This is an optimization exercise on Yosys and OpenROAD, whose aim is small area and a short achievable clock period, not a production implementation.
In this exercise RTL edits were held to simulation tests only and were not proved equivalent to the original.
Power figures rest on the tool's default switching activity, not on a simulated workload.

**flow/flow/run.sh**
```bash
#!/bin/bash
# Standard ORFS layout, with plain buffers on the ports instead of the delay
# cells that buffer_ports picks by default. Each ORFS step writes its own log
# under orfs/logs; make's own output goes to make.log.
set -euo pipefail
export BUFFER_PORTS_ARGS="-buffer_cell sky130_fd_sc_hd__buf_1"
export DONT_USE_CELLS="sky130_fd_sc_hd__clkdlybuf4s15_1 sky130_fd_sc_hd__clkdlybuf4s15_2 sky130_fd_sc_hd__clkdlybuf4s18_1 sky130_fd_sc_hd__clkdlybuf4s18_2 sky130_fd_sc_hd__clkdlybuf4s25_1 sky130_fd_sc_hd__clkdlybuf4s25_2 sky130_fd_sc_hd__clkdlybuf4s50_1 sky130_fd_sc_hd__clkdlybuf4s50_2 sky130_fd_sc_hd__dlygate4sd1_1 sky130_fd_sc_hd__dlygate4sd2_1 sky130_fd_sc_hd__dlygate4sd3_1 sky130_fd_sc_hd__dlymetal6s2s_1 sky130_fd_sc_hd__dlymetal6s4s_1 sky130_fd_sc_hd__dlymetal6s6s_1"
bash standard.sh > make.log 2>&1
```
**flow/config.mk**
```make
export PLATFORM = sky130hd
export DESIGN_NAME = prefetcher
export DESIGN_NICKNAME = prefetcher
export VERILOG_FILES = /design/flow/design.v
export SDC_FILE = /design/flow/constraint.sdc
export NUM_CORES = 4
export LEC_CHECK = 0
export CAP_MARGIN = 20
export CORE_AREA = 5 5 395 395
export CTS_BUF_LIST = sky130_fd_sc_hd__clkbuf_16
export CTS_CLUSTER_DIAMETER = 100
export CTS_CLUSTER_SIZE = 28
export DIE_AREA = 0 0 400 400
export SETUP_SLACK_MARGIN = 2.5
export SLEW_MARGIN = 20
```
**flow/standard.sh**
```bash
#!/bin/bash
# synth_recipe.tcl (not shown) runs the flow's synth.tcl, then flattens the netlist and writes it again
# the make line also repeats each setting of config.mk as NAME=value (left out here)
make -C /OpenROAD-flow-scripts/flow DESIGN_CONFIG=/design/flow/config.mk WORK_HOME=/design/flow/orfs CLKGATE_MAP_FILE= SYNTH_SCRIPT=/design/flow/synth_recipe.tcl "${@:-finish}"
```
**flow/constraint.sdc**
```tcl
create_clock -name core_clock -period 5.8 [get_ports {clk}]
set_input_delay 1.1600 -clock core_clock [delete_from_list [all_inputs] [get_ports {clk}]]
set_output_delay 1.1600 -clock core_clock [all_outputs]
set_load 0.01 [all_outputs]
```
**flow/design.v**
```verilog
`default_nettype none
package prefetch_pkg;
	localparam int ADDR_WIDTH = 32;
	localparam int LINE_WIDTH = 256;
	localparam int GRACE_WIDTH = 8;
	localparam int HIT_COUNT_WIDTH = 16;
	localparam int NUM_SLOTS = 4;
	typedef logic [ADDR_WIDTH-1:0] addr_t;
	typedef logic [LINE_WIDTH-1:0] line_t;
	typedef logic [$clog2(NUM_SLOTS)-1:0] slot_idx_t;
	typedef logic [GRACE_WIDTH-1:0] grace_t;
	typedef logic [HIT_COUNT_WIDTH-1:0] hit_count_t;
	localparam grace_t GRACE_DEFAULT = 8'd20;
	typedef struct packed {
		addr_t address;
		logic read;
		logic write;
		line_t wdata;
	} l2_req_t;
	typedef struct packed {
		line_t rdata;
		logic resp;
	} l2_rsp_t;
	typedef struct packed {
		addr_t address;
		logic read;
		logic write;
		line_t wdata;
	} mem_req_t;
	typedef struct packed {
		line_t rdata;
		logic resp;
	} mem_rsp_t;
	typedef struct packed {
		logic enable;
		grace_t grace_limit;
	} cfg_t;
	typedef enum logic [2:0] {
		idle,
		prefetch,
		check_hit,
		pass_through,
		hit_reply
	} engine_state_t;
endpackage
`default_nettype wire
`timescale 1ns/1ps
`default_nettype none
module prefetcher
(
	input wire clk,
	input wire prefetch_counter_reset,
	input wire [31:0] orb,
	input wire [31:0] l2_req_address,
	input wire l2_req_read,
	input wire l2_req_write,
	input wire [255:0] l2_req_wdata,
	output wire [255:0] l2_rsp_rdata,
	output wire l2_rsp_resp,
	output wire [31:0] mem_req_address,
	output wire mem_req_read,
	output wire mem_req_write,
	output wire [255:0] mem_req_wdata,
	input wire [255:0] mem_rsp_rdata,
	input wire mem_rsp_resp,
	input wire cfg_write,
	input wire cfg_wdata_enable,
	input wire [7:0] cfg_wdata_grace_limit,
	output wire cfg_enable,
	output wire [7:0] cfg_grace_limit,
	output wire [15:0] hit_count
);
	localparam int NS = 4;
	wire rst = prefetch_counter_reset;
	logic st_idle, st_pf, st_ch, st_pt, st_hr;
	logic [7:0] grace;
	logic [31:0] slot_address [0:NS-1];
	logic [255:0] slot_data [0:NS-1];
	logic [NS-1:0] slot_valid;
	logic [NS-1:0] slot_ready;
	logic [NS-1:0] wp;           
	logic [NS-1:0] l2_match;     
	logic [NS-1:0] pf_sel;       
	logic cfg_en;
	logic [7:0] cfg_gl;
	logic [15:0] hcnt;
	wire l2_active = l2_req_read | l2_req_write;
	wire resp = mem_rsp_resp;
	logic within_grace;
	always_comb
	begin
		logic gt, eq;
		gt = 1'b0;
		eq = 1'b1;
		for (int i = 7; i >= 0; i--)
		begin
			gt = gt | (eq & grace[i] & ~cfg_gl[i]);
			eq = eq & ~(grace[i] ^ cfg_gl[i]);
		end
		within_grace = ~gt;
	end
	logic [NS-1:0] orb_match;
	logic [NS-1:0] l2_match_d;
	always_comb
	begin
		for (int i = 0; i < NS; i++)
		begin
			orb_match[i] = slot_valid[i] && (slot_address[i] == orb);
			l2_match_d[i] = slot_valid[i] && (slot_address[i] == l2_req_address);
		end
	end
	wire hint_present = |orb_match;
	wire load_hint = st_idle & ~l2_active & cfg_en & ~hint_present;
	wire [NS-1:0] load_ptr = {wp[NS-2:0], wp[NS-1]};
	wire fill_pending = |(wp & slot_valid & ~slot_ready);
	wire fill = st_pf & resp;
	wire [NS-1:0] hit_ready_v = l2_match & slot_ready;
	wire hit_ready = |hit_ready_v;
	wire abandon = l2_active & within_grace;
	wire idle_n = (st_idle & ~l2_active & ~load_hint & ~fill_pending)
		| (st_pf & ~abandon & resp)
		| (st_pt & resp)
		| st_hr;
	wire pf_n = (st_idle & ~l2_active & (load_hint | fill_pending))
		| (st_pf & ~abandon & ~resp);
	wire ch_n = (st_idle | (st_pf & within_grace)) & l2_active;
	wire pt_n = (st_ch & ~(hit_ready & l2_req_read)) | (st_pt & ~resp);
	wire hr_n = st_ch & hit_ready & l2_req_read;
	wire [NS-1:0] wp_n = load_hint ? load_ptr : wp;
	always_ff @(posedge clk)
	begin
		if (rst)
		begin
			st_idle <= 1'b1;
			st_pf <= 1'b0;
			st_ch <= 1'b0;
			st_pt <= 1'b0;
			st_hr <= 1'b0;
			pf_sel <= '0;
		end
		else
		begin
			st_idle <= idle_n;
			st_pf <= pf_n;
			st_ch <= ch_n;
			st_pt <= pt_n;
			st_hr <= hr_n;
			pf_sel <= pf_n ? wp_n : '0;
		end
	end
	logic [7:0] grace_carry;
	always_comb
	begin
		for (int i = 0; i < 8; i++)
			grace_carry[i] = &(grace | (8'hff << i));
	end
	always_ff @(posedge clk)
	begin
		if (rst || !st_pf)
			grace <= '0;
		else if (!(&grace))
			grace <= grace ^ grace_carry;
	end
	always_ff @(posedge clk)
	begin
		l2_match <= l2_match_d;
	end
	always_ff @(posedge clk)
	begin
		if (rst)
		begin
			slot_valid <= '0;
			slot_ready <= '0;
			wp <= 4'b0001;
		end
		else
		begin
			wp <= wp_n;
			for (int i = 0; i < NS; i++)
			begin
				if (load_hint && load_ptr[i])
				begin
					slot_valid[i] <= 1'b1;
					slot_ready[i] <= 1'b0;
				end
				if (fill && wp[i])
					slot_ready[i] <= 1'b1;
				if (st_ch && l2_req_write && hit_ready_v[i])
					slot_ready[i] <= 1'b0;
			end
		end
	end
	always_ff @(posedge clk)
	begin
		for (int i = 0; i < NS; i++)
		begin
			if (load_hint && load_ptr[i])
				slot_address[i] <= orb;
			if (fill && wp[i])
				slot_data[i] <= mem_rsp_rdata;
		end
	end
	always_ff @(posedge clk)
	begin
		if (rst)
		begin
			cfg_en <= 1'b0;
			cfg_gl <= 8'd20;
		end
		else if (cfg_write)
		begin
			cfg_en <= cfg_wdata_enable;
			cfg_gl <= cfg_wdata_grace_limit;
		end
	end
	logic [15:0] hcnt_carry;
	always_comb
	begin
		for (int i = 0; i < 16; i++)
			hcnt_carry[i] = &(hcnt | (16'hffff << i));
	end
	always_ff @(posedge clk)
	begin
		if (rst)
			hcnt <= '0;
		else if (st_hr && !(&hcnt))
			hcnt <= hcnt ^ hcnt_carry;
	end
	localparam int NG = 8;
	localparam int NG_BITS = 256 / NG;
	function automatic logic and4(input logic a, input logic b, input logic c, input logic d,
		input int k);
		case (k % 8)
			0: and4 = ((a & b) & c) & d;
			1: and4 = ((a & b) & d) & c;
			2: and4 = ((a & c) & b) & d;
			3: and4 = ((a & c) & d) & b;
			4: and4 = ((a & d) & b) & c;
			5: and4 = ((b & c) & a) & d;
			6: and4 = (a & b) & (c & d);
			default: and4 = (a & c) & (b & d);
		endcase
	endfunction
	logic [NS-1:0] hsel [0:NG-1];    
	logic [NG-1:0] msel;             
	always_ff @(posedge clk)
	begin
		for (int g = 0; g < NG; g++)
		begin
			logic [NS-1:0] h;
			for (int i = 0; i < NS; i++)
				h[i] = and4(st_ch, l2_req_read, l2_match[i], slot_ready[i], g);
			hsel[g] <= h;
			msel[g] <= ~|h;
		end
	end
	logic [255:0] rdata;
	logic [31:0] maddr;
	always_comb
	begin
		for (int g = 0; g < NG; g++)
		begin
			rdata[g*NG_BITS +: NG_BITS] = {NG_BITS{msel[g]}} & mem_rsp_rdata[g*NG_BITS +: NG_BITS];
			for (int i = 0; i < NS; i++)
				rdata[g*NG_BITS +: NG_BITS] = rdata[g*NG_BITS +: NG_BITS]
					| ({NG_BITS{hsel[g][i]}} & slot_data[i][g*NG_BITS +: NG_BITS]);
		end
		maddr = {32{st_pt}} & l2_req_address;
		for (int i = 0; i < NS; i++)
			maddr = maddr | ({32{pf_sel[i]}} & slot_address[i]);
	end
	assign l2_rsp_rdata = rdata;
	assign l2_rsp_resp = (st_pt & resp) | st_hr;
	assign mem_req_address = maddr;
	assign mem_req_read = st_pf | (st_pt & l2_req_read);
	assign mem_req_write = st_pt & l2_req_write;
	assign mem_req_wdata = l2_req_wdata;
	assign cfg_enable = cfg_en;
	assign cfg_grace_limit = cfg_gl;
	assign hit_count = hcnt;
endmodule
`default_nettype wire
```
==> results.yml, run 1 <==
clocking:
  cts_hold_buf: 0
  cts_tree: "yes"
  clock-sinks: 1250
  cts_made_buffers: 55
  clk_latency_ns: 0.70
  cts.clk_slew.worst_paths_ns: 0.11
  cts_buffer_depth: 3
  h-tree-depth: 2
  cts_root_buf: "clkbuf_16"
logic_synthesis:
  synth.top_cell.area_share: 0.697
  syn_area_um2: 49600
  synth_seq_cells: 1250
  seq_area_frac_synth: 0.736
  async_flop_share: 0
  synthFlopType: "edfxtp_1"
  syn_area_per_cell_um2: 15.7
  synth-edff-count: 1152
  synth_area_leader_cell: "edfxtp_1"
  synthTopCellsByArea: "edfxtp_1, a222oi_1, a22oi_1, dfxtp_1, buf_4"
  synth_most_common_cell: "edfxtp_1"
  ys_warn_count: 4
  synth_commonest_cells: "edfxtp_1, nand2_1, a222oi_1"
  syn-num-nets: 3758
  ys_types: 47
  syn_inst: 3159
die:
  dieArea_um2: 160000
  core_area_um2: 152000
  die_w_um: 400
  die_h_um: 400
  boundaryPins: 1163
  start_util: 0.328
  core.rowCount: 143
critical_path:
  required_ns: 4.64
  start_kind: "primary input"
  cp-end-kind: "primary output"
  crit_type: "primary input to primary output"
  crit_arrival_ns: 2.21
  worst-path-max-fanout: 5
timing:
  setup_tns_ns: 0
  hold_viol: 0
  slew_headroom: 0.303
  drv_slew: 0
  holdWs_ns: 0.521
  worst_slew_pin_slew_ns: 1.04
  setup_violations: 0
  timing.fmax_mhz: 297
  finalCriticalPeriod_ns: 3.37
  fin_skew_ns: 0.0337
  rsz0062_at_grt: "true"
  finalCritPeriodShare: 0.581
routing:
  routedWlPerCell_um: 40.7
  drt_wl_total_um: 229000
  drt_iter0_markers: 5877
  ant_nets: 0
  vias: 32200
  viasPerCell: 5.72
  drcViolationCount: 0
  drtPass1Iterations: 10
global_route:
  gr-total-overflow: 0
  grt_usage: 0.271
  grt_pass1_wl_um: 292000
  grt_pass1_vias: 29900
  antenna_found_initial: 105
  grt_max_degree: 89
power:
  powerDensity_nw_per_um2: 281
  ir_drop_mv: 0.264
  p_int_mw: 12.0
  power_switching_mw: 3.53
  power_switching_share: 0.227
  p_comb_frac: 0.055
  seq_power_share: 0.633
  pwr-share-clk: 0.312
  p_leak_nw: 17.0
cells_and_area:
  fillCellCount: 14500
  seq_area_um2: 36700
  drive_gt1_frac: 0.0894
  syn_to_final_growth_pct: 11.5
  multi_input_area_um2: 10500
  nets: 4105
  post-route-cell-area_um2: 55400
run_status:
  outcome: "no timing/DRC/antenna violations"
placement:
  io_buffers: 650
  gp_congestion: 0.977
  dpl_cell_area_um2: 52600
  hpwl_um: 175000
hold_path:
  hp-class: "flop to flop"
run:
  cap_violations: 0
area by class of cell:
type,count,area share
inverter,16,0.00108
clock buffer,57,0.0258
clock inverter,41,0.00635
timing repair buffer,732,0.0675
sequential,1250,0.662
tap,2030,0.0459
antenna,50,0.00226
multi-input combinational,1451,0.189
worst max-delay path, stage by stage:
cell and delay (ns):
buf_1 0.24, a222oi_1 0.40, nand2_1 0.21, buf_1 0.19
power by group through the flow:
stage / clock network [mW] / logic [mW] / registers, mW
2_1_floorplan: 0 / 0.513 / 10.1
3_3_place_gp: 0 / 0.793 / 10.1
3_5_place_dp: 0 / 0.811 / 10.1
4_1_cts: 4.94 / 0.831 / 9.83
5_1_grt: 5.25 / 0.910 / 9.84
6_report: 4.85 / 0.853 / 9.83
worst paths after layout:
path                          to  slack, ns  cells past startpoint                start
max          mem_req_address[22]       2.43                      4   l2_req_address[22]
min reg2reg                st_pt       0.52                      2                st_ch
max reg2reg  slot_address[3][29]       2.85                      6  slot_address[2][22]
min                        st_pt       0.52                      2                st_ch
cells by family after synthesis:
family                   share of synthesized area
AO/OA/AOI/OAI                                0.109
XOR/XNOR                                    0.0469
buffers and inverters                       0.0545
adder cells (fa/ha/maj)                    0.00222
flip-flops                                   0.736
multiplexers                               0.00444
AND/OR/NAND/NOR                             0.0470
sequential cells by signal (all words and copies together), names as in the netlist, 8 cells and up:
register / cells
cfg_gl: 8
grace: 8
hcnt: 16
hsel: 32
msel: 8
slot_address: 128
slot_data: 1024
repair_timing:
action | in CTS | in global routing
cloned | 2 | 2
gates resized for setup | 134 | 118
pin swaps | 20 | 64
setup buffers | 9 | 12
endpoints found under the setup margin | 378 | 199
per-stage QoR:
step	setup slack (ns)	util	total power, mW	std cells
floorplan	2.32	-	10.6	3159
detailed placement	1.51	0.347	10.9	5454
CTS	2.34	0.362	15.6	5563
global route	2.41	0.365	16.0	5586
global placement	1.54	0.347	10.8	5454
finish	2.43	0.365	15.5	5627
placed cells by master, fill, tap and decap left out, types with 40 or more instances in the layout:
master | netlist | final
xnor2_1 | 155 | 155
diode_2 | 0 | 50
a222oi_1 | 289 | 289
a22oi_1 | 288 | 288
nand4_1 | 41 | 41
clkbuf_2 | 0 | 43
inv_1 | 16 | 40
xor2_1 | 109 | 109
clkbuf_16 | 0 | 60
nand2_1 | 315 | 300
buf_4 | 256 | 47
buf_1 | 3 | 551
nor2_1 | 61 | 61
dfxtp_1 | 98 | 66
edfxtp_1 | 1152 | 1152
nor4_1 | 42 | 40
per-layer routing:
layer,share of wire,GRT usage,vias to the layer above
li1,-,-,13100
met1,0.34,0.322,16200
met2,0.42,0.384,2544
met3,0.20,0.201,352
met4,0.033,0.0764,58
met5,0.0021,0.00554,-
==> run 2: changes to the inputs <==
--- a/flow/config.mk
+++ b/flow/config.mk
@@ -13,3 +13,3 @@
 export DIE_AREA = 0 0 400 400
-export SETUP_SLACK_MARGIN = 2.5
+export SETUP_SLACK_MARGIN = 2.0
 export SLEW_MARGIN = 20
==> run 2 against run 1 <==
Combinational power decreased by 1%; wire length decreased by 4.2%; power decreased by 1.6%; non-clock buffer count decreased by 8; maximum frequency decreased by 8.3%; synthesized area unchanged; via count decreased by 0.69%; synthesized cell count unchanged; register-to-register slack got worse by 0.45 ns; clock power decreased by 4.9%; core utilization decreased by 0.59 points; sequential power about the same.
==> results.yml, run 2 <==
run_status:
  outcome: "no timing/DRC/antenna violations"
logic_synthesis:
  syn-num-nets: 3758
  async_flop_share: 0
  syn_area_per_cell_um2: 15.7
  syn_area_um2: 49600
  synth_commonest_cells: "edfxtp_1, nand2_1, a222oi_1"
  ys_warn_count: 4
  seq_area_frac_synth: 0.736
  synth-edff-count: 1152
  synthTopCellsByArea: "edfxtp_1, a222oi_1, a22oi_1, dfxtp_1, buf_4"
  ys_types: 47
  synth.top_cell.area_share: 0.697
  synth_most_common_cell: "edfxtp_1"
  synth_area_leader_cell: "edfxtp_1"
  synth_seq_cells: 1250
  syn_inst: 3159
  synthFlopType: "edfxtp_1"
hold_path:
  hp-class: "flop to flop"
global_route:
  grt_pass1_wl_um: 284000
  antenna_found_initial: 134
  grt_max_degree: 86
  grt_pass1_vias: 30000
  grt_usage: 0.261
  gr-total-overflow: 0
routing:
  ant_nets: 0
  drt_wl_total_um: 219000
  routedWlPerCell_um: 39.0
  drt_iter0_markers: 5410
  vias: 32000
  drtPass1Iterations: 10
  drcViolationCount: 0
  viasPerCell: 5.70
critical_path:
  start_kind: "primary input"
  cp-end-kind: "flop"
  cp_common_cell: "nand4_1"
  slowest_delay_ns: 0.56
  crit_path_cell_trace: "buf_1 -> xnor2_1 -> nand4_1 -> nor4_1 -> nand4_1 -> or4_1 -> and3b_1 -> and2_4 -> buf_4"
  crit_arrival_ns: 4.10
  worst-path-max-fanout: 18
  crit_type: "primary input to flop"
  crit_slowest_cell: "or4_1"
  required_ns: 6.22
cells_and_area:
  top_regs: "slot_data: 1024 flops, slot_address: 128 flops, hsel: 32 flops"
  final_cell_mix: "edfxtp_1, buf_1, nand2_1, a222oi_1, a22oi_1"
  largest_reg_flops: 1024
  finalNonFillerCells: 5613
  fillCellCount: 14500
  largest_register: "slot_data"
  final_common_cell: "edfxtp_1"
  post-route-cell-area_um2: 54500
  multi_input_area_um2: 10400
  drive_gt1_frac: 0.0482
  syn_to_final_growth_pct: 9.75
  seq_area_um2: 36600
  nets: 4095
placement:
  gp_congestion: 1.01
  io_buffers: 650
  placedCellCount: 5471
  dpl_cell_area_um2: 52700
  hpwl_um: 167000
clocking:
  cts_tree: "yes"
  post-cts-setup-buffers: 0
  cts_hold_buf: 0
  clk_latency_ns: 0.70
  h-tree-depth: 2
  cts_root_buf: "clkbuf_16"
  cts_made_buffers: 53
  clock-sinks: 1250
  cts_buffer_depth: 3
  cts.clk_slew.worst_paths_ns: 0.11
power:
  powerDensity_nw_per_um2: 281
  finalPower_mw: 15.3
  ir_drop_mv: 0.262
  p_leak_nw: 16.5
timing:
  finalCriticalPeriod_ns: 3.67
  worst_slew_pin_slew_ns: 0.925
  hold_viol: 0
  slew_headroom: 0.383
  fin_skew_ns: 0.0284
  rsz0062_at_grt: "false"
  setup_tns_ns: 0
  drv_slew: 0
  setup_violations: 0
  holdWs_ns: 0.514
  finalCritPeriodShare: 0.633
  timing.fmax_mhz: 272
die:
  die_h_um: 400
  core_area_um2: 152000
  boundaryPins: 1163
  start_util: 0.328
  core.rowCount: 143
  dieArea_um2: 160000
  die_w_um: 400
run:
  cap_violations: 0
==> run 2: final timing paths <==
path | cells after the start | startpoint | slack (ns) | endpoint
hold reg to reg | 2 | hcnt[10] | 0.51 | hcnt[10]
hold / removal | 2 | hcnt[10] | 0.51 | hcnt[10]
setup reg to reg | 8 | slot_address[1][13] | 2.40 | slot_address[3][23]
setup / recovery | 9 | orb[1] | 2.13 | slot_address[3][23]
==> run 2: through the flow <==
stage          setup slack (ns)  utilization
3_5_place_dp               1.09        0.348
4_1_cts                    1.97        0.359
5_1_grt                    2.02        0.359
6_report                   2.13        0.359
3_3_place_gp               1.13        0.348
2_1_floorplan              2.10            -
==> run 2: kinds of logic after synthesis <==
family	Yosys count	synth area share
fa+ha+maj	9	0.00222
xor+xnor	265	0.0469
mux	21	0.00444
buf+inv	458	0.0545
simple gates	527	0.0470
compound gates	629	0.109
flops	1250	0.736
==> run 2: final cells by class <==
type | instances | area share
Timing Repair Buffer | 724 | 0.0581
Tap cell | 2030 | 0.0466
Clock buffer | 55 | 0.0253
Inverter | 16 | 0.00110
Multi-Input combinational cell | 1451 | 0.191
Antenna cell | 53 | 0.00243
Sequential cell | 1250 | 0.672
Clock inverter | 34 | 0.00393
==> run 2: where the power goes <==
| part | internal (mW) | switching (mW) |
|---|---|---|
| logic | 0.252 | 0.588 |
| registers | 9.83 | 0.0124 |
| clock network | 1.77 | 2.84 |
==> run 2: timing repair <==
| item | CTS | global route |
|---|---|---|
| gates cloned | 0 | 0 |
| gates resized for setup | 9 | 6 |
| setup endpoints to repair | 31 | 27 |
==> run 2: critical path: cells and delay by family <==
kind | cells | cell delay (ns)
buffers and inverters | 2 | 0.68
and+or+nand+nor | 6 | 2.05
xor gates and xnor gates | 1 | 0.18
==> run 2: metal layers <==
metal  vias to the layer above  global-route usage  part of all wire
met5                         -              0.0126            0.0032
met4                        74              0.0560             0.026
met3                       359               0.188              0.20
met2                      2342               0.371              0.42
met1                     16100               0.319              0.36
li1                      13100                   -                 -
==> run 3: changes to the inputs <==
--- a/flow/design.v
+++ b/flow/design.v
@@ -112,3 +112,5 @@
 	wire hint_present = |orb_match;
-	wire load_hint = st_idle & ~l2_active & cfg_en & ~hint_present;
+	logic [NS-1:0] ld_try;
+	wire [NS-1:0] load_en = ld_try & {NS{~l2_active & ~hint_present}};
+	wire load_hint = |load_en;
 	wire [NS-1:0] load_ptr = {wp[NS-2:0], wp[NS-1]};
@@ -139,2 +141,3 @@
 			pf_sel <= '0;
+			ld_try <= '0;
 		end
@@ -148,2 +151,4 @@
 			pf_sel <= pf_n ? wp_n : '0;
+			ld_try <= (idle_n & (cfg_write ? cfg_wdata_enable : cfg_en))
+				? {wp_n[NS-2:0], wp_n[NS-1]} : '0;
 		end
@@ -180,3 +185,3 @@
 			begin
-				if (load_hint && load_ptr[i])
+				if (load_en[i])
 				begin
@@ -196,3 +201,3 @@
 		begin
-			if (load_hint && load_ptr[i])
+			if (load_en[i])
 				slot_address[i] <= orb;
@@ -256,2 +261,23 @@
 	end
+	logic [255:0] rdata_n012;
+	logic [31:0] maddr_n012;
+	for (genvar g = 0; g < NG; g++)
+	begin : g_rpick
+		prefetcher_pick3n #(.W(NG_BITS)) pick_i
+		(
+			.sel(hsel[g][2:0]),
+			.d0(slot_data[0][g*NG_BITS +: NG_BITS]),
+			.d1(slot_data[1][g*NG_BITS +: NG_BITS]),
+			.d2(slot_data[2][g*NG_BITS +: NG_BITS]),
+			.y_n(rdata_n012[g*NG_BITS +: NG_BITS])
+		);
+	end
+	prefetcher_pick3n #(.W(32)) apick_i
+	(
+		.sel(pf_sel[2:0]),
+		.d0(slot_address[0]),
+		.d1(slot_address[1]),
+		.d2(slot_address[2]),
+		.y_n(maddr_n012)
+	);
 	logic [255:0] rdata;
@@ -261,11 +287,7 @@
 		for (int g = 0; g < NG; g++)
-		begin
-			rdata[g*NG_BITS +: NG_BITS] = {NG_BITS{msel[g]}} & mem_rsp_rdata[g*NG_BITS +: NG_BITS];
-			for (int i = 0; i < NS; i++)
-				rdata[g*NG_BITS +: NG_BITS] = rdata[g*NG_BITS +: NG_BITS]
-					| ({NG_BITS{hsel[g][i]}} & slot_data[i][g*NG_BITS +: NG_BITS]);
-		end
-		maddr = {32{st_pt}} & l2_req_address;
-		for (int i = 0; i < NS; i++)
-			maddr = maddr | ({32{pf_sel[i]}} & slot_address[i]);
+			rdata[g*NG_BITS +: NG_BITS] = ~rdata_n012[g*NG_BITS +: NG_BITS]
+				| ({NG_BITS{hsel[g][3]}} & slot_data[3][g*NG_BITS +: NG_BITS])
+				| ({NG_BITS{msel[g]}} & mem_rsp_rdata[g*NG_BITS +: NG_BITS]);
+		maddr = ~maddr_n012 | ({32{pf_sel[3]}} & slot_address[3])
+			| ({32{st_pt}} & l2_req_address);
 	end
@@ -281,2 +303,12 @@
 endmodule
+module prefetcher_pick3n #(parameter int W = 16)
+(
+	input wire [2:0] sel,
+	input wire [W-1:0] d0,
+	input wire [W-1:0] d1,
+	input wire [W-1:0] d2,
+	output wire [W-1:0] y_n
+);
+	assign y_n = ~(({W{sel[0]}} & d0) | ({W{sel[1]}} & d1) | ({W{sel[2]}} & d2));
+endmodule
 `default_nettype wire
--- a/flow/config.mk
+++ b/flow/config.mk
@@ -13,3 +13,6 @@
 export DIE_AREA = 0 0 400 400
-export SETUP_SLACK_MARGIN = 2.0
+export PLACE_DENSITY = 0.8
+export SETUP_SLACK_MARGIN = 2.5
 export SLEW_MARGIN = 20
+export SYNTH_HIERARCHICAL = 1
+export SYNTH_MINIMUM_KEEP_SIZE = 0
==> run 3 against run 2 <==
Sequential share of layout area down 0.76 points; setup slack better by 0.41 ns; clock-buffer cell count down 2; cell count up 0.77%; critical path type is now flop to primary output; sequential power about the same; global-route usage down 4.5 points.
==> results.yml, run 3 <==
power:
  ir_drop_mv: 0.258
  finalPower_mw: 15.0
  pwr-share-clk: 0.295
  power_switching_share: 0.217
  seq_power_share: 0.655
  p_int_mw: 11.8
  p_comb_frac: 0.050
  powerDensity_nw_per_um2: 272
  power_switching_mw: 3.27
  p_leak_nw: 17.7
critical_path:
  r2r-start: "cfg_gl[7]"
  crit_arrival_ns: 2.10
  r2r_cells: 8
  start_kind: "flop"
  reg2reg_setup_slack_ns: 2.84
  regToRegEndpoint: "pf_sel[1]"
  crit_type: "flop to primary output"
  required_ns: 4.64
  worst-path-max-fanout: 8
  cp-end-kind: "primary output"
hold_path:
  hold_path_end: "hcnt[1]"
  hp-class: "flop to flop"
  worstHoldStart: "hcnt[1]"
  hold_depth: 2
logic_synthesis:
  synth_area_leader_cell: "edfxtp_1"
  syn_area_um2: 50100
  seq_area_frac_synth: 0.731
  synth.top_cell.area_share: 0.690
  syn_area_per_cell_um2: 15.8
  async_flop_share: 0
  synth-edff-count: 1152
  synth_commonest_cells: "edfxtp_1, nand2_1, a222oi_1, a22oi_1, buf_4"
  synthFlopType: "edfxtp_1"
  synth_most_common_cell: "edfxtp_1"
  ys_types: 47
  syn-num-nets: 3771
  ys_warn_count: 13
  synthTopCellsByArea: "edfxtp_1, a222oi_1, a22oi_1, dfxtp_1, buf_4"
  synth_seq_cells: 1254
  syn_inst: 3172
cells_and_area:
  drive_gt1_frac: 0.0712
  top_regs: "slot_data: 1024 flops, slot_address: 128 flops, hsel: 32 flops"
  finalNonFillerCells: 5656
  fillCellCount: 14200
  nets: 4138
  postLayoutCoreUtil: 0.365
  syn_to_final_growth_pct: 10.2
  largest_register: "slot_data"
  final_common_cell: "edfxtp_1"
  final_cell_mix: "edfxtp_1, buf_1, a22oi_1, a222oi_1, nand2_1"
  largest_reg_flops: 1024
routing:
  drt_iter0_markers: 5241
  drt_wl_total_um: 184000
  drtPass1Iterations: 9
  viasPerCell: 5.56
  drcViolationCount: 0
  ant_nets: 0
  routedWlPerCell_um: 32.5
  vias: 31400
global_route:
  antenna_found_initial: 93
  grt_max_degree: 95
  grt_pass1_vias: 30400
  grt_usage: 0.216
  grt_pass1_wl_um: 245000
  gr-total-overflow: 0
timing:
  slew_headroom: 0.294
  finalCriticalPeriod_ns: 3.26
  setup_tns_ns: 0
  rsz0062_at_grt: "true"
  hold_viol: 0
  holdWs_ns: 0.489
  timing.fmax_mhz: 307
  worst_slew_pin_slew_ns: 1.03
  fin_skew_ns: 0.0438
  setup_violations: 0
  drv_slew: 0
  finalCritPeriodShare: 0.562
clocking:
  cts_hold_buf: 0
  clk_latency_ns: 0.67
  cts_buffer_depth: 3
  clock-sinks: 1254
  h-tree-depth: 2
  cts_made_buffers: 52
  cts_tree: "yes"
  cts_root_buf: "clkbuf_16"
  cts.clk_slew.worst_paths_ns: 0.10
run:
  cap_violations: 0
run_status:
  outcome: "no timing/DRC/antenna violations"
die:
  core_area_um2: 152000
  start_util: 0.331
  boundaryPins: 1163
  core.rowCount: 143
  die_w_um: 400
  dieArea_um2: 160000
  die_h_um: 400
placement:
  io_buffers: 650
  hpwl_um: 133000
  placedCellCount: 5483
  gp_congestion: 0.981
## run 3: cell count changes after synthesis, moves of 12 or more
cell and delta:
xor2_1 +31, xnor2_1 -28, buf_2 +26, mux2i_1 -12, clkbuf_1 -81, buf_6 +52
## run 3: worst max-delay path, cell delays in order, from the launching register on
cell      delay [ns]
dfxtp_4         0.44
buf_8           0.18
a222oi_1        0.43
nand2_2         0.21
buf_6           0.17
## run 3: cell families (layout without fill, tap and decap cells)
| logic type | count (synthesis) | after routing | synth area share |
|---|---|---|---|
| other | 0 | 44 | 0 |
| DFF | 1254 | 1254 | 0.731 |
| xor gates and xnor gates | 267 | 267 | 0.0466 |
| muxes | 7 | 7 | 0.00140 |
| buffers and inverters | 455 | 865 | 0.0621 |
| AOI/OAI and AO/OA | 641 | 641 | 0.109 |
| adders and majority gates | 8 | 8 | 0.00200 |
| and+or+nand+nor | 540 | 540 | 0.0482 |
## run 3: per-stage QoR
stage | setup slack [ns] | cell area (um^2)
floorplan | 0.200 | 50200
global placement | 1.65 | 52800
detailed placement | 1.65 | 52800
CTS | 2.41 | 54800
global route | 2.44 | 55200
finish | 2.54 | 55300
## run 3: area by class of cell
| type | count | area (um^2) | area share |
|---|---|---|---|
| well taps | 2030 | 2540 | 0.0460 |
| clock buffers | 53 | 1330 | 0.0240 |
| flip-flops and latches | 1254 | 36700 | 0.664 |
| multi-input cells | 1463 | 10500 | 0.191 |
| inverters | 19 | 86.3 | 0.00156 |
| clock inverters | 44 | 258 | 0.00466 |
| diodes | 44 | 110 | 0.00199 |
| repair buffers | 749 | 3720 | 0.0673 |
## run 3: layer usage
layer / global-route usage / share of wire
met1: 0.259 / 0.35
met3: 0.111 / 0.16
met4: 0.0726 / 0.038
met5: 0.00462 / 0.0020
met2: 0.336 / 0.46
## run 3: how the worst max path moves through the flow
stage | from | endpoint | slack, ns
after floorplan | mem_rsp_resp | slot_data[2][0] | 0.20
after global placement | orb[29] | slot_address[1][15] | 1.65
after detailed placement | orb[29] | slot_address[1][31] | 1.65
after CTS | hsel[4][0] | l2_rsp_rdata[138] | 2.41
after global routing | hsel[6][1] | l2_rsp_rdata[212] | 2.44
final | hsel[4][0] | l2_rsp_rdata[131] | 2.54
## run 3: timing repair
item / CTS / global route
gates resized for setup: 64 / 73
gates cloned: 0 / 3
pin swaps: 13 / 31
setup buffers: 18 / 11
endpoints found under the setup margin: 204 / 110
## run 3: power groups by stage
stage / Sequential [mW] / Clock (mW) / Combinational (mW)
floorplan: 10.1 / 0 / 0.469
global placement: 10.1 / 0 / 0.720
detailed placement: 10.1 / 0 / 0.744
CTS: 9.85 / 4.53 / 0.750
global route: 9.85 / 4.86 / 0.819
finish: 9.85 / 4.45 / 0.752
==> run 4: changes to the inputs <==
--- a/flow/config.mk
+++ b/flow/config.mk
@@ -11,6 +11,6 @@
 export CTS_CLUSTER_DIAMETER = 100
-export CTS_CLUSTER_SIZE = 28
+export CTS_CLUSTER_SIZE = 24
 export DIE_AREA = 0 0 400 400
 export PLACE_DENSITY = 0.8
-export SETUP_SLACK_MARGIN = 2.5
+export SETUP_SLACK_MARGIN = 2.7
 export SLEW_MARGIN = 20
==> run 4 against run 3 <==
Non-clock buffer count grew 63; setup slack worse by 0.055 ns; clock power increased by 7.2%; cell count is 1.4% higher; synthesized area unchanged; clock skew fell by 0.014 ns; combinational power up 6.9%; worst hold slack better by 0.0072 ns; critical path depth unchanged; critical endpoint is now l2_rsp_rdata[93]; largest power group unchanged; highest routed layer unchanged.
==> results.yml, run 4 <==
run_status:
  outcome: "no timing/DRC/antenna violations"
routing:
  dr_wl_met2_um: 86600
  drt_iter0_markers: 5414
  drtPass1Iterations: 11
  routedWlPerCell_um: 33.2
  drcViolationCount: 0
  ant_nets: 0
  vias: 32100
  routed.top_layer: "met5"
  wl_met3_um: 27800
  drt_wl_total_um: 190000
  wl_met1_um: 68100
  viasPerCell: 5.59
logic_synthesis:
  syn-num-nets: 3771
  synth_commonest_cells: "edfxtp_1, nand2_1, a222oi_1, a22oi_1, buf_4"
  synth_seq_cells: 1254
  synth-edff-count: 1152
  synth_top_family_by_area: "compound AO/OA/AOI/OAI gates"
  synthMuxAreaShare: 0.00140
  syn_inst: 3172
  async_flop_share: 0
  syn_area_um2: 50100
  ys_warn_count: 13
  syn_area_per_cell_um2: 15.8
  synth_compound_area_frac: 0.109
  ys_types: 47
  synth.top_cell.area_share: 0.690
  seq_area_frac_synth: 0.731
  synthTopCellsByArea: "edfxtp_1, a222oi_1, a22oi_1, dfxtp_1, buf_4"
  synthFlopType: "edfxtp_1"
  yosys.area_share.simple: 0.0482
  synth-xor-area-share: 0.0466
  synth_most_common_cell: "edfxtp_1"
  synth-adder-area-share: 0.00200
  synth_area_leader_cell: "edfxtp_1"
critical_path:
  worst-path-max-fanout: 4
  crit_path_cell_trace: "bufbuf_16 -> a222oi_1 -> nand2_2 -> clkbuf_2"
  start_kind: "flop"
  crit_type: "flop to primary output"
  required_ns: 4.64
  crit_arrival_ns: 2.16
  cp-end-kind: "primary output"
  slowest_delay_ns: 0.38
  crit_slowest_cell: "dfxtp_4"
run:
  cap_violations: 0
timing:
  slew_headroom: 0.301
  drv_slew: 0
  setup_violations: 0
  rsz0062_at_grt: "true"
  finalCriticalPeriod_ns: 3.32
  worst_slew_pin_slew_ns: 1.04
  setup_tns_ns: 0
  finalCritPeriodShare: 0.572
  fin_ws_ns: 2.48
  hold_viol: 0
  fin_skew_ns: 0.0295
  timing.fmax_mhz: 301
  holdWs_ns: 0.497
cells_and_area:
  syn_to_final_growth_pct: 14.6
  top_regs: "slot_data: 1024 flops, slot_address: 128 flops, hsel: 32 flops"
  drive_gt1_frac: 0.137
  postLayoutCoreUtil: 0.379
  post-route-cell-area_um2: 57500
  largest_register: "slot_data"
  final_common_cell: "edfxtp_1"
  fillCellCount: 14000
  largest_reg_flops: 1024
  nets: 4209
  finalNonFillerCells: 5735
  final_cell_mix: "edfxtp_1, buf_1, a22oi_1, a222oi_1, nand2_1"
global_route:
  antenna_found_initial: 84
  grt_max_degree: 98
  grt_pass1_vias: 30800
  gr-total-overflow: 0
  grt_pass1_wl_um: 252000
  grt_usage: 0.224
power:
  pwr-share-clk: 0.309
  seq_power_share: 0.639
  power_switching_share: 0.220
  finalPower_mw: 15.4
  power_switching_mw: 3.40
  ir_drop_mv: 0.325
  p_int_mw: 12.0
  p_comb_frac: 0.052
  p_leak_nw: 18.9
  powerDensity_nw_per_um2: 268
hold_path:
  hp-class: "flop to flop"
die:
  start_util: 0.331
  core.rowCount: 143
  die_w_um: 400
  core_area_um2: 152000
  dieArea_um2: 160000
  die_h_um: 400
  boundaryPins: 1163
clocking:
  cts_hold_buf: 0
  h-tree-depth: 2
  cts_tree: "yes"
  cts_root_buf: "clkbuf_16"
  cts.clk_slew.worst_paths_ns: 0.10
  cts_buffer_depth: 3
  clk_latency_ns: 0.70
  cts_made_buffers: 60
  clock-sinks: 1254
placement:
  gp_congestion: 0.928
  io_buffers: 650
  dpl_cell_area_um2: 52700
  hpwl_um: 133000
  placedCellCount: 5470
  dp_slack_ns: 1.88
-- run 4: path summary, 6_finish.rpt --
kind	from	to	slack (ns)	cells past startpoint
setup reg to reg	slot_address[0][17]	slot_address[1][16]	2.89	7
hold reg to reg	st_ch	st_pt	0.50	2
setup / recovery	hsel[2][0]	l2_rsp_rdata[93]	2.48	4
hold / removal	st_ch	st_pt	0.50	2
-- run 4: area by class of cell --
type / instances / area, um^2 / share of cell area
Sequential cell: 1254 / 36700 / 0.639
Multi-Input combinational cell: 1463 / 10600 / 0.185
Timing Repair Buffer: 812 / 5570 / 0.0969
Tap cell: 2030 / 2540 / 0.0442
Clock buffer: 60 / 1500 / 0.0261
Clock inverter: 53 / 290 / 0.00505
Antenna cell: 44 / 110 / 0.00192
Inverter: 19 / 86.3 / 0.00150
-- run 4: power by group through the flow --
| stage | Clock, mW | Sequential, mW | Combinational [mW] |
|---|---|---|---|
| floorplan | 0 | 10.1 | 0.469 |
| global placement | 0 | 10.1 | 0.722 |
| detailed placement | 0 | 10.1 | 0.748 |
| CTS | 4.84 | 9.84 | 0.786 |
| global route | 5.20 | 9.84 | 0.865 |
| finish | 4.77 | 9.84 | 0.804 |
-- run 4: kinds of logic (layout without fill, tap and decap cells) --
family,count (synthesis),count (layout)
AND/OR/NAND/NOR,540,540
adder cells (fa/ha/maj),8,8
flip-flops,1254,1254
AO/OA/AOI/OAI,641,641
buffers and inverters,455,944
XOR/XNOR,267,267
multiplexers,7,7
other,0,44
-- run 4: timing repair --
action	CTS	global route
cloned	5	8
pin swaps	216	172
gates resized for setup	352	150
setup buffers	82	13
endpoints found under the setup margin	413	379
-- run 4: layer usage --
metal  global-route usage  vias to the layer above
li1                     -                    13400
met1                0.273                    15800
met2                0.346                     2444
met3                0.107                      419
met4               0.0837                       40
met5                    0                        -
-- run 4: worst max-delay path, delay by kind of cell (launching register included) --
family / cells / cell delay [ns]
AND/OR/NAND/NOR: 1 / 0.24
buffers and inverters: 2 / 0.46
AO/OA/AOI/OAI: 1 / 0.37
flip-flops: 1 / 0.38
==> run 5: changes to the inputs <==
--- a/flow/config.mk
+++ b/flow/config.mk
@@ -13,4 +13,4 @@
 export DIE_AREA = 0 0 400 400
-export PLACE_DENSITY = 0.8
-export SETUP_SLACK_MARGIN = 2.7
+export PLACE_DENSITY = 0.9
+export SETUP_SLACK_MARGIN = 2.5
 export SLEW_MARGIN = 20
==> run 5 against run 4 <==
Final area fell by 3.0%; maximum frequency rose by 1.8%; wire length fell by 1.8%; clock skew rose by 0.0013 ns; die area did not move; critical path depth did not move; clock-buffer cell count rose by 7; core utilization fell by 1.2 points; synthesized area did not move.
==> results.yml, run 5 <==
die:
  boundaryPins: 1163
  die_w_um: 400
  core_area_um2: 152000
  core.rowCount: 143
  start_util: 0.331
  die_h_um: 400
  dieArea_um2: 160000
routing:
  viasPerCell: 5.72
  wl_met3_um: 29000
  wl_met1_um: 62800
  drt_wl_total_um: 187000
  routed.top_layer: "met5"
  drtPass1Iterations: 9
  routedWlPerCell_um: 33.1
  drt_iter0_markers: 5606
  vias: 32300
  ant_nets: 0
  drcViolationCount: 0
  dr_wl_met2_um: 85700
cells_and_area:
  post-route-cell-area_um2: 55700
  postLayoutCoreUtil: 0.368
  largest_reg_flops: 1024
  drive_gt1_frac: 0.0801
  largest_register: "slot_data"
  finalNonFillerCells: 5651
  fillCellCount: 14000
  nets: 4149
  top_regs: "slot_data: 1024 flops, slot_address: 128 flops, hsel: 32 flops"
  syn_to_final_growth_pct: 11.1
  final_common_cell: "edfxtp_1"
  final_cell_mix: "edfxtp_1, buf_1, nand2_1, a22oi_1, a222oi_1"
timing:
  drv_slew: 0
  fin_ws_ns: 2.54
  finalCritPeriodShare: 0.562
  slew_headroom: 0.278
  hold_viol: 0
  setup_violations: 0
  setup_tns_ns: 0
  worst_slew_pin_slew_ns: 1.07
  finalCriticalPeriod_ns: 3.26
  holdWs_ns: 0.489
  timing.fmax_mhz: 307
  rsz0062_at_grt: "true"
  fin_skew_ns: 0.0308
critical_path:
  path_buf_inv: 2
  critical_path.top_delay_family: "compound AO/OA/AOI/OAI gates"
  crit_path_cell_trace: "buf_12 -> a222oi_1 -> nand2_2 -> clkbuf_4"
  start_kind: "flop"
  required_ns: 4.64
  worst-path-max-fanout: 13
  crit_slowest_cell: "a222oi_1"
  cp-end-kind: "primary output"
  reg2reg_setup_slack_ns: 2.94
  crit_type: "flop to primary output"
  slowest_delay_ns: 0.44
  crit_arrival_ns: 2.10
logic_synthesis:
  yosys.area_share.simple: 0.0482
  synth-edff-count: 1152
  synth_compound_area_frac: 0.109
  async_flop_share: 0
  syn-num-nets: 3771
  synth_top_family_by_area: "compound AO/OA/AOI/OAI gates"
  synthMuxAreaShare: 0.00140
  syn_area_per_cell_um2: 15.8
  ys_warn_count: 13
  seq_area_frac_synth: 0.731
  synth_area_leader_cell: "edfxtp_1"
  synth-adder-area-share: 0.00200
  synth.top_cell.area_share: 0.690
  synthTopCellsByArea: "edfxtp_1, a222oi_1, a22oi_1, dfxtp_1, buf_4"
  synth-xor-area-share: 0.0466
  synthFlopType: "edfxtp_1"
  synth_commonest_cells: "edfxtp_1, nand2_1, a222oi_1, a22oi_1, buf_4"
  ys_types: 47
  synth_seq_cells: 1254
  syn_area_um2: 50100
  syn_inst: 3172
  synth_most_common_cell: "edfxtp_1"
power:
  finalPower_mw: 15.8
  p_comb_frac: 0.048
  power_switching_share: 0.222
  ir_drop_mv: 0.345
  pwr-share-clk: 0.327
  power_switching_mw: 3.50
  seq_power_share: 0.625
  powerDensity_nw_per_um2: 283
  p_int_mw: 12.3
  p_leak_nw: 17.9
global_route:
  grt_usage: 0.222
  grt_pass1_vias: 31100
  gr-total-overflow: 0
  antenna_found_initial: 60
  grt_pass1_wl_um: 249000
  grt_max_degree: 89
hold_path:
  hp-class: "flop to flop"
run:
  cap_violations: 0
run_status:
  outcome: "no timing/DRC/antenna violations"
clocking:
  clk_latency_ns: 0.69
  cts_hold_buf: 0
  h-tree-depth: 3
  cts_root_buf: "clkbuf_16"
  cts.clk_slew.worst_paths_ns: 0.09
  cts_tree: "yes"
  cts_made_buffers: 66
  clock-sinks: 1254
  cts_buffer_depth: 3
placement:
  placedCellCount: 5473
  io_buffers: 650
  hpwl_um: 133000
  dp_slack_ns: 1.69
  dpl_cell_area_um2: 52700
  gp_congestion: 1.00
[run 5: cell counts after synthesis]
Identical to the previous run, type by type.
[run 5: final timing paths]
path                      startpoint                   to  cells after the start
setup reg to reg  slot_address[0][0]  slot_address[2][31]                      6
hold / removal                 st_ch                st_pt                      2
setup / recovery          hsel[2][0]     l2_rsp_rdata[70]                      4
hold reg to reg                st_ch                st_pt                      2
[run 5: cell type report]
class | count | area, um^2 | share of cell area
inverters | 19 | 86.3 | 0.00155
multi-input cells | 1463 | 10500 | 0.188
repair buffers | 746 | 3740 | 0.0672
well taps | 2030 | 2540 | 0.0456
clock buffers | 67 | 1680 | 0.0301
clock inverters | 36 | 347 | 0.00622
diodes | 36 | 90.1 | 0.00162
flip-flops and latches | 1254 | 36700 | 0.659
[run 5: cell families (layout without fill, tap and decap cells)]
kind of cell / Yosys count / in the layout
buf+inv: 455 / 868
mux: 7 / 7
simple gates: 540 / 540
flops: 1254 / 1254
other cells: 0 / 36
fa+ha+maj: 8 / 8
xor+xnor: 267 / 267
compound gates: 641 / 641
[run 5: what timing repair did]
item	CTS	global route
cloned	1	1
setup buffers	25	12
endpoints found under the setup margin	276	47
endpoints found under the hold margin	0	0
resized for setup	89	39
pin swaps	13	15
[run 5: worst min-delay path, stage by stage, from the launching register on]
cell	delay, ns
dfxtp_1	0.33
o21ai_0	0.07
a21oi_1	0.06
[run 5: power groups by stage]
stage	sequential [mW]	combinational [mW]	clock, mW
floorplan	10.1	0.469	0
global placement	10.1	0.714	0
detailed placement	10.1	0.746	0
CTS	9.85	0.756	5.24
global route	9.85	0.825	5.60
finish	9.85	0.759	5.15
[run 5: metal layers]
layer  vias to the layer above  track usage
met1                     15800        0.256
met2                      2748        0.348
met4                        38       0.0998
met3                       465        0.109
met5                         -      0.00523
li1                      13200            -
==> run 6: changes to the inputs <==
--- a/flow/config.mk
+++ b/flow/config.mk
@@ -13,3 +13,4 @@
 export DIE_AREA = 0 0 400 400
-export PLACE_DENSITY = 0.9
+export GPL_ROUTABILITY_DRIVEN = 0
+export PLACE_DENSITY = 0.45
 export SETUP_SLACK_MARGIN = 2.5
==> run 6 against run 5 <==
Largest power group unchanged; still clean on timing, DRC and antenna; die area unchanged; flip-flop and latch count stayed put; maximum frequency down 0.26%; critical endpoint is now l2_rsp_rdata[205].
==> results.yml, run 6 <==
power:
  seq_power_share: 0.634
  p_comb_frac: 0.047
  finalPower_mw: 15.5
  ir_drop_mv: 0.219
  powerDensity_nw_per_um2: 280
  p_int_mw: 12.1
  power_switching_share: 0.222
  pwr-share-clk: 0.319
  power_switching_mw: 3.44
  p_leak_nw: 17.8
run_status:
  outcome: "no timing/DRC/antenna violations"
routing:
  ant_nets: 0
  routedWlPerCell_um: 35.1
  drtPass1Iterations: 8
  drcViolationCount: 0
  drt_iter0_markers: 3588
  drt_wl_total_um: 198000
  vias: 30500
  viasPerCell: 5.42
critical_path:
  cp_common_cell: "buf_12"
  crit_path_cell_trace: "buf_12 -> buf_12 -> a222oi_1 -> nand2_1 -> buf_6"
  required_ns: 4.64
  cp-end-kind: "primary output"
  reg2reg_setup_slack_ns: 2.90
  slowest_delay_ns: 0.37
  path_buf_inv: 3
  r2r-start: "slot_address[0][8]"
  worst-path-max-fanout: 9
  crit_arrival_ns: 2.11
  r2r_cells: 6
  regToRegEndpoint: "slot_address[3][19]"
  start_kind: "flop"
  crit_slowest_cell: "dfxtp_4"
  critical_path.top_delay_family: "buffers and inverters"
  crit_type: "flop to primary output"
hold_path:
  worstHoldStart: "hcnt[1]"
  hp-class: "flop to flop"
  hold_path_end: "hcnt[1]"
  hold_depth: 2
clocking:
  h-tree-depth: 2
  clock-sinks: 1254
  cts_root_buf: "clkbuf_16"
  cts_tree: "yes"
  cts.clk_slew.worst_paths_ns: 0.10
  cts_buffer_depth: 3
  clk_latency_ns: 0.70
  cts_made_buffers: 60
logic_synthesis:
  synth_commonest_cells: "edfxtp_1, nand2_1, a222oi_1, a22oi_1, buf_4"
  synth.top_cell.area_share: 0.690
  synthFlopType: "edfxtp_1"
  syn_area_um2: 50100
  syn-num-nets: 3771
  syn_area_per_cell_um2: 15.8
  synth_area_leader_cell: "edfxtp_1"
  seq_area_frac_synth: 0.731
  synthMuxAreaShare: 0.00140
  synth-adder-area-share: 0.00200
  synth-xor-area-share: 0.0466
  yosys.area_share.simple: 0.0482
  ys_warn_count: 13
  synth_most_common_cell: "edfxtp_1"
  synthTopCellsByArea: "edfxtp_1, a222oi_1, a22oi_1, dfxtp_1, buf_4"
  synth_compound_area_frac: 0.109
  synth_top_family_by_area: "compound AO/OA/AOI/OAI gates"
  synth_seq_cells: 1254
  synth-edff-count: 1152
  ys_types: 47
  syn_inst: 3172
  async_flop_share: 0
cells_and_area:
  syn_to_final_growth_pct: 10.5
  final_common_cell: "edfxtp_1"
  largest_reg_flops: 1024
  nets: 4122
  postLayoutCoreUtil: 0.365
  final_cell_mix: "edfxtp_1, buf_1, nand2_1, a22oi_1, a222oi_1"
  largest_register: "slot_data"
  top_regs: "slot_data: 1024 flops, slot_address: 128 flops, hsel: 32 flops"
  drive_gt1_frac: 0.0688
timing:
  drv_slew: 0
  slew_headroom: 0.288
  worst_slew_pin_slew_ns: 1.07
  finalCritPeriodShare: 0.563
  setup_tns_ns: 0
  fin_skew_ns: 0.0292
  timing.fmax_mhz: 306
  hold_viol: 0
  rsz0062_at_grt: "true"
  setup_violations: 0
  finalCriticalPeriod_ns: 3.27
global_route:
  grt_pass1_vias: 29900
  grt_max_degree: 133
  gr-total-overflow: 0
  grt_usage: 0.235
  grt_pass1_wl_um: 262000
  antenna_found_initial: 84
run:
  cap_violations: 0
placement:
  hpwl_um: 140000
  io_buffers: 650
die:
  dieArea_um2: 160000
  die_h_um: 400
  die_w_um: 400
  start_util: 0.331
  core.rowCount: 143
  boundaryPins: 1163
  core_area_um2: 152000
==> run 6: cell count changes in the layout (fill, tap and decap cells not counted), moves of 4 or more <==
cell,before,now
buf_6,13,32
nand2_2,18,24
buf_2,25,6
buf_1,608,619
inv_1,32,56
diode_2,36,28
clkbuf_16,69,63
buf_4,54,26
inv_16,4,0
nand2_1,300,294
==> run 6: timing repair <==
action / CTS / global route
hold buffers: 0 / 0
setup endpoints to repair: 317 / 62
gates resized for setup: 128 / 41
gates cloned: 4 / 2
pin swaps: 31 / 51
setup buffers: 10 / 5
==> run 6: worst reg2reg max path: stages, from the launching register on <==
cell	delay (ns)
edfxtp_1	0.49
xor2_1	0.20
nor4_1	0.47
nand4_1	0.18
or4_4	0.58
and3_4	0.24
and3_4	0.39
==> run 6: layout make-up <==
class	count	area, um^2
inverters	19	86.3
repair buffers	725	3620
multi-input cells	1463	10500
diodes	28	70.1
flip-flops and latches	1254	36700
clock inverters	53	310
fillers	14600	96200
clock buffers	61	1530
well taps	2030	2540
==> run 6: through the flow <==
step	cells	hold WS (ns)	setup WS (ns)	cell area [um^2]
finish	5633	0.492	2.53	55400
global route	5612	0.514	2.37	55300
CTS	5598	0.490	2.43	55100
detailed placement	5470	0.481	1.57	52700
global placement	5470	0.466	1.59	52700
floorplan	3172	0.452	0.200	50200
==> run 6: kinds of logic after synthesis <==
kind of cell	count (synthesis)
buffers and inverters	455
AND/OR/NAND/NOR	540
adder cells (fa/ha/maj)	8
AO/OA/AOI/OAI	641
multiplexers	7
flip-flops	1254
XOR/XNOR	267
==> run 6: how the worst max path moves through the flow <==
stage | startpoint | cells past startpoint | slack [ns] | end
floorplan | mem_rsp_resp | 3 | 0.20 | slot_data[2][0]
global placement | orb[8] | 7 | 1.59 | slot_address[0][15]
detailed placement | orb[8] | 7 | 1.57 | slot_address[1][19]
CTS | hsel[6][1] | 5 | 2.43 | l2_rsp_rdata[203]
global route | hsel[6][1] | 5 | 2.37 | l2_rsp_rdata[203]
finish | hsel[6][1] | 5 | 2.53 | l2_rsp_rdata[205]
==> run 6: power by group through the flow <==
| stage | registers [mW] | logic [mW] | clock network (mW) |
|---|---|---|---|
| floorplan | 10.1 | 0.469 | 0 |
| global placement | 10.1 | 0.719 | 0 |
| global route | 9.85 | 0.799 | 5.46 |
| CTS | 9.85 | 0.738 | 5.14 |
| detailed placement | 10.1 | 0.727 | 0 |
| finish | 9.85 | 0.733 | 4.95 |
==> run 6: metal layers <==
metal	track usage	up-vias	wire, um
met4	0.0611	50	5530
met2	0.357	1469	88800
met5	0.00462	-	415
li1	-	13200	-
met1	0.295	15600	76800
met3	0.123	316	26300
==> run 7: changes to the inputs <==
--- a/flow/config.mk
+++ b/flow/config.mk
@@ -14,3 +14,3 @@
 export GPL_ROUTABILITY_DRIVEN = 0
-export PLACE_DENSITY = 0.45
+export PLACE_DENSITY = 0.6
 export SETUP_SLACK_MARGIN = 2.5
==> run 7 against run 6 <==
Global-route usage up 0.93 points; synthesized area unchanged; setup slack better by 0.011 ns; clock-buffer cell count did not move; combinational power rose by 4.8%; clock power shrank 1%; maximum frequency grew 0.34%; synthesized cell count unchanged; die area unchanged; non-clock buffer count increased by 5; critical path type is now primary input to primary output; critical endpoint is now l2_rsp_resp.
==> results.yml, run 7 <==
run_status:
  outcome: "no timing/DRC/antenna violations"
die:
  core_area_um2: 152000
  die_w_um: 400
  start_util: 0.331
  core.rowCount: 143
  dieArea_um2: 160000
  boundaryPins: 1163
  die_h_um: 400
global_route:
  grt_pass1_wl_um: 270000
  grt_max_degree: 129
  grt_usage: 0.244
  gr-total-overflow: 0
  antenna_found_initial: 88
  grt_pass1_vias: 30200
critical_path:
  required_ns: 4.64
  cp-end-kind: "primary output"
  worst-path-max-fanout: 8
  crit_type: "primary input to primary output"
  r2r-start: "slot_address[0][29]"
  start_kind: "primary input"
  cp-startpoint: "mem_rsp_resp"
  crit_arrival_ns: 2.10
timing:
  finalCriticalPeriod_ns: 3.26
  fin_skew_ns: 0.0336
  holdWs_ns: 0.494
  setup_violations: 0
  timing.fmax_mhz: 307
  rsz0062_at_grt: "true"
  slew_headroom: 0.305
  hold_viol: 0
  worst_slew_pin_slew_ns: 1.03
  setup_tns_ns: 0
  finalCritPeriodShare: 0.561
  fin_ws_ns: 2.54
  drv_slew: 0
clocking:
  clk_latency_ns: 0.72
  cts_tree: "yes"
  h-tree-depth: 2
  cts_made_buffers: 61
  cts.clk_slew.worst_paths_ns: 0.09
  clock-sinks: 1254
  cts_hold_buf: 0
  cts_buffer_depth: 3
  cts_root_buf: "clkbuf_16"
cells_and_area:
  final_cell_mix: "edfxtp_1, buf_1, nand2_1, a22oi_1, a222oi_1"
  largest_reg_flops: 1024
  post-route-cell-area_um2: 55500
  fillCellCount: 14500
  nets: 4128
  drive_gt1_frac: 0.0729
  finalNonFillerCells: 5656
  top_regs: "slot_data: 1024 flops, slot_address: 128 flops, hsel: 32 flops"
  final_common_cell: "edfxtp_1"
  largest_register: "slot_data"
  syn_to_final_growth_pct: 10.7
placement:
  placedCellCount: 5467
  dp_slack_ns: 1.66
  hpwl_um: 150000
  dpl_cell_area_um2: 52700
  io_buffers: 650
logic_synthesis:
  synth_commonest_cells: "edfxtp_1, nand2_1, a222oi_1, a22oi_1, buf_4"
  syn_area_per_cell_um2: 15.8
  syn_area_um2: 50100
  synth_seq_cells: 1254
  synth.top_cell.area_share: 0.690
  synth-edff-count: 1152
  ys_types: 47
  syn_inst: 3172
  synthTopCellsByArea: "edfxtp_1, a222oi_1, a22oi_1, dfxtp_1, buf_4"
  ys_warn_count: 13
  seq_area_frac_synth: 0.731
  synth_area_leader_cell: "edfxtp_1"
  syn-num-nets: 3771
  synth_most_common_cell: "edfxtp_1"
  synthFlopType: "edfxtp_1"
  async_flop_share: 0
power:
  powerDensity_nw_per_um2: 279
  p_int_mw: 12.0
  ir_drop_mv: 0.240
  p_leak_nw: 17.8
  seq_power_share: 0.635
  pwr-share-clk: 0.316
  power_switching_share: 0.225
  p_comb_frac: 0.050
  power_switching_mw: 3.49
routing:
  viasPerCell: 5.59
  drt_wl_total_um: 207000
  drtPass1Iterations: 10
  vias: 31600
  drt_iter0_markers: 4906
  ant_nets: 0
  drcViolationCount: 0
  routedWlPerCell_um: 36.6
run:
  cap_violations: 0
hold_path:
  worstHoldStart: "hcnt[1]"
  hp-class: "flop to flop"
run 7: cells by family after synthesis:
logic type	count (synthesis)	share of synthesized area
compound gates	641	0.109
xor+xnor	267	0.0466
fa+ha+maj	8	0.00200
buf+inv	455	0.0621
flops	1254	0.731
mux	7	0.00140
simple gates	540	0.0482
run 7: area by class of cell:
cell class,instances,area [um^2],area share
well taps,2030,2540,0.0458
inverters,19,86.3,0.00156
clock buffers,61,1530,0.0275
clock inverters,55,313,0.00564
diodes,44,110,0.00198
multi-input cells,1463,10500,0.189
repair buffers,730,3690,0.0664
flip-flops and latches,1254,36700,0.662
run 7: critical path: stages:
cell             delay (ns)
clkdlybuf4s18_2        0.44
a21oi_1                0.13
inv_1                  0.17
buf_1                  0.18
run 7: worst paths after layout:
| kind | slack [ns] | to | cells after the start |
|---|---|---|---|
| worst max-delay path | 2.54 | l2_rsp_resp | 4 |
| worst min-delay path | 0.49 | hcnt[1] | 2 |
| worst max register to register | 2.85 | slot_address[2][19] | 6 |
| worst min register to register | 0.49 | hcnt[1] | 2 |
run 7: repair_timing:
item,4_1_cts,5_1_grt
buffers inserted,13,15
pin swaps,12,37
cloned,1,0
setup endpoints to repair,283,68
resized for setup,107,71
run 7: power by group through the flow:
stage	registers, mW	logic [mW]	clock network [mW]
final	9.85	0.768	4.90
after global routing	9.85	0.830	5.36
after CTS	9.85	0.757	5.04
after detailed placement	10.1	0.750	0
after global placement	10.1	0.733	0
after floorplan	10.1	0.469	0
run 7: per-stage QoR:
stage                     total power [mW]   util
after floorplan                       10.5      -
after global placement                10.8  0.348
after detailed placement              10.8  0.348
after CTS                             15.6  0.363
after global routing                  16.0  0.366
final                                 15.5  0.366
run 7: per-layer routing:
metal,global-route usage,vias up,share of wire
met4,0.0752,52,0.036
met5,0.0160,-,0.0031
li1,-,13200,-
met3,0.153,364,0.17
met2,0.352,2053,0.43
met1,0.301,15900,0.37
==> run 8: changes to the inputs <==
--- a/flow/config.mk
+++ b/flow/config.mk
@@ -14,3 +14,3 @@
 export GPL_ROUTABILITY_DRIVEN = 0
-export PLACE_DENSITY = 0.6
+export PLACE_DENSITY = 0.8
 export SETUP_SLACK_MARGIN = 2.5
==> run 8 against run 7 <==
Synthesized area stayed put; via count is 0.60% higher; combinational power is 2% lower; setup slack better by 0.0031 ns; power is 1.1% lower; clock power is 3% lower; critical path depth stayed put; global-route usage is 2.8 points lower; cell count hardly changed; synthesized cell count stayed put; sequential share of layout area is 0.097 points lower; critical endpoint is now l2_rsp_rdata[8]; largest cell class unchanged; highest routed layer unchanged.
==> results.yml, run 8 <==
critical_path:
  required_ns: 4.64
  critical_path.top_delay_family: "flip-flops"
  reg2reg_setup_slack_ns: 2.92
  crit_path_cell_trace: "buf_6 -> a22oi_1 -> nand2_1 -> buf_1"
  worst-path-max-fanout: 23
  slowest_delay_ns: 0.60
  critPathCapture: "l2_rsp_rdata[8]"
  crit_arrival_ns: 2.09
  regToRegEndpoint: "pf_sel[3]"
  r2r_cells: 7
  path_buf_inv: 2
  cp-startpoint: "msel[0]"
  worstSetupPathDepth: 4
  start_kind: "flop"
  crit_slowest_cell: "dfxtp_2"
  crit_type: "flop to primary output"
  r2r-start: "grace[5]"
  cp-end-kind: "primary output"
cells_and_area:
  finalNonFillerCells: 5660
  postLayoutCoreUtil: 0.367
  nets: 4131
  top_regs: "slot_data: 1024 flops, slot_address: 128 flops, hsel: 32 flops"
  final_common_cell: "edfxtp_1"
  final_cell_mix: "edfxtp_1, buf_1, a22oi_1, a222oi_1, nand2_1"
  drive_gt1_frac: 0.0762
  syn_to_final_growth_pct: 10.8
  largest_register: "slot_data"
  largest_reg_flops: 1024
  post-route-cell-area_um2: 55500
global_route:
  met3_usage: 0.107
  grt_max_degree: 106
  grt_usage: 0.217
  top_usage_layer: "met2"
  met2_usage: 0.329
  met1_usage: 0.265
  gr-total-overflow: 0
  antenna_found_initial: 94
  grt_pass1_wl_um: 246000
  grt_pass1_vias: 30600
power:
  p_leak_nw: 17.8
  p_comb_frac: 0.049
  ir_drop_mv: 0.343
  power_switching_share: 0.217
  powerDensity_nw_per_um2: 276
  p_int_mw: 12.0
  power_switching_mw: 3.33
  seq_power_share: 0.642
  finalPower_mw: 15.3
  pwr-share-clk: 0.309
hold_path:
  hp-class: "flop to flop"
routing:
  drcViolationCount: 0
  drt_iter0_markers: 5152
  vias: 31800
  routedWlPerCell_um: 32.4
  drt_wl_total_um: 183000
  drtPass1Iterations: 12
  ant_nets: 0
  viasPerCell: 5.62
logic_synthesis:
  syn-num-nets: 3771
  synth_most_common_cell: "edfxtp_1"
  synth_commonest_cells: "edfxtp_1, nand2_1, a222oi_1, a22oi_1, buf_4"
  ys_types: 47
  syn_area_per_cell_um2: 15.8
  synthFlopType: "edfxtp_1"
  synthTopCellsByArea: "edfxtp_1, a222oi_1, a22oi_1, dfxtp_1, buf_4"
  seq_area_frac_synth: 0.731
  synth_area_leader_cell: "edfxtp_1"
  async_flop_share: 0
  synth-edff-count: 1152
  syn_inst: 3172
  synth.top_cell.area_share: 0.690
  syn_area_um2: 50100
  synth_seq_cells: 1254
  ys_warn_count: 13
timing:
  finalCriticalPeriod_ns: 3.25
  holdWs_ns: 0.494
  slew_headroom: 0.263
  finalCritPeriodShare: 0.561
  fin_ws_ns: 2.55
  setup_tns_ns: 0
  timing.fmax_mhz: 307
  drv_slew: 0
  setup_violations: 0
  hold_viol: 0
  worst_slew_pin_slew_ns: 1.10
  fin_skew_ns: 0.0425
  rsz0062_at_grt: "true"
placement:
  dp_slack_ns: 1.75
  dpl_cell_area_um2: 52800
  io_buffers: 650
  hpwl_um: 133000
  placedCellCount: 5478
clocking:
  clk_latency_ns: 0.70
  cts.clk_slew.worst_paths_ns: 0.09
  cts_tree: "yes"
  cts_made_buffers: 60
  cts_hold_buf: 0
  clock-sinks: 1254
  cts_root_buf: "clkbuf_16"
  cts_buffer_depth: 3
  h-tree-depth: 2
die:
  start_util: 0.331
  dieArea_um2: 160000
  die_h_um: 400
  core.rowCount: 143
  core_area_um2: 152000
  die_w_um: 400
  boundaryPins: 1163
run_status:
  outcome: "no timing/DRC/antenna violations"
run:
  cap_violations: 0
run 8: cell types whose count changed in the layout (fill, tap and decap cells not counted), moves of 6 or more:
cell,change
nand2_1,-17
dfxtp_4,-9
nand2_2,+17
dfxtp_2,+6
clkbuf_2,+8
run 8: cell families (layout without fill, tap and decap cells):
family                     count (synthesis)  count (layout)  synth area share
AOI/OAI and AO/OA                        641             641             0.109
xor gates and xnor gates                 267             267            0.0466
adders and majority gates                  8               8           0.00200
buffers and inverters                    455             866            0.0621
DFF                                     1254            1254             0.731
muxes                                      7               7           0.00140
other                                      0              47                 0
and+or+nand+nor                          540             540            0.0482
run 8: worst min-delay path by stage:
stage          cells after the start  startpoint        to  slack [ns]
2_1_floorplan                      1    grace[5]  grace[5]        0.45
3_3_place_gp                       2     hcnt[1]   hcnt[1]        0.46
3_5_place_dp                       2     hcnt[1]   hcnt[1]        0.48
4_1_cts                            2     hcnt[1]   hcnt[1]        0.49
5_1_grt                            2     hcnt[1]   hcnt[1]        0.52
6_report                           2     hcnt[1]   hcnt[1]        0.49
run 8: tightest hold or removal path: cells and delay by family (launching register included):
| family | cells | cell delay [ns] |
|---|---|---|
| and+or+nand+nor | 1 | 0.06 |
| DFF | 1 | 0.34 |
| AOI/OAI and AO/OA | 1 | 0.05 |
run 8: layer usage:
metal  up-vias  wire length [um]
li1      13200                 -
met1     15700             64700
met2      2444             81800
met3       422             28300
met4        36              8030
met5         -               322
run 8: timing repair:
item,CTS,global route
resized for setup,96,77
pin swaps,17,51
cloned,2,2
endpoints found under the setup margin,174,152
endpoints found under the hold margin,0,0
buffers inserted,9,9
run 8: cell type report:
| class | instances | area, um^2 |
|---|---|---|
| diodes | 47 | 118 |
| multi-input cells | 1463 | 10600 |
| clock buffers | 61 | 1530 |
| repair buffers | 734 | 3740 |
| flip-flops and latches | 1254 | 36700 |
| well taps | 2030 | 2540 |
| fillers | 14200 | 96000 |
| clock inverters | 52 | 282 |
| inverters | 19 | 86.3 |
run 8: power groups by stage:
stage	registers (mW)	logic, mW	clock network, mW
after floorplan	10.1	0.469	0
after global placement	10.1	0.716	0
after detailed placement	10.1	0.740	0
after CTS	9.85	0.749	4.84
after global routing	9.85	0.819	5.20
final	9.85	0.754	4.73

port drivers added, routing unchanged:
How much do the figures lean on ideal ports? The routed layouts below were timed once more, with nothing changed but the port constraints. Step 1, drivers: a clkbuf_16 drives clk and a buf_2 each remaining input, both assumed. Step 2 also shifts input and output timing later by t, the mid clock arrival at the registers, as if the neighbouring blocks saw the same clock. a / b / c = ideal / step 1 / step 2; a / b = the first two.
run	t, ns	setup WS [ns]	worst data-port slew with drivers (ns)
run 1	0.772	2.432 / 2.387 / 1.762	0.41
run 2	0.754	2.126 / 2.065 / 1.398	0.38
run 3	0.713	2.538 / 2.475 / 1.866	0.34
run 4	0.759	2.482 / 2.413 / 1.937	0.31
run 5	0.736	2.542 / 2.442 / 1.896	0.39
run 6	0.766	2.534 / 2.456 / 1.780	0.36
run 7	0.766	2.545 / 2.484 / 1.746	0.36
run 8	0.750	2.548 / 2.482 / 1.940	0.40
After both steps setup and hold are still met in every run listed. The setup slack of run 7, which loses most, moves by -0.061 ns with the drivers and by -0.799 ns with both steps.
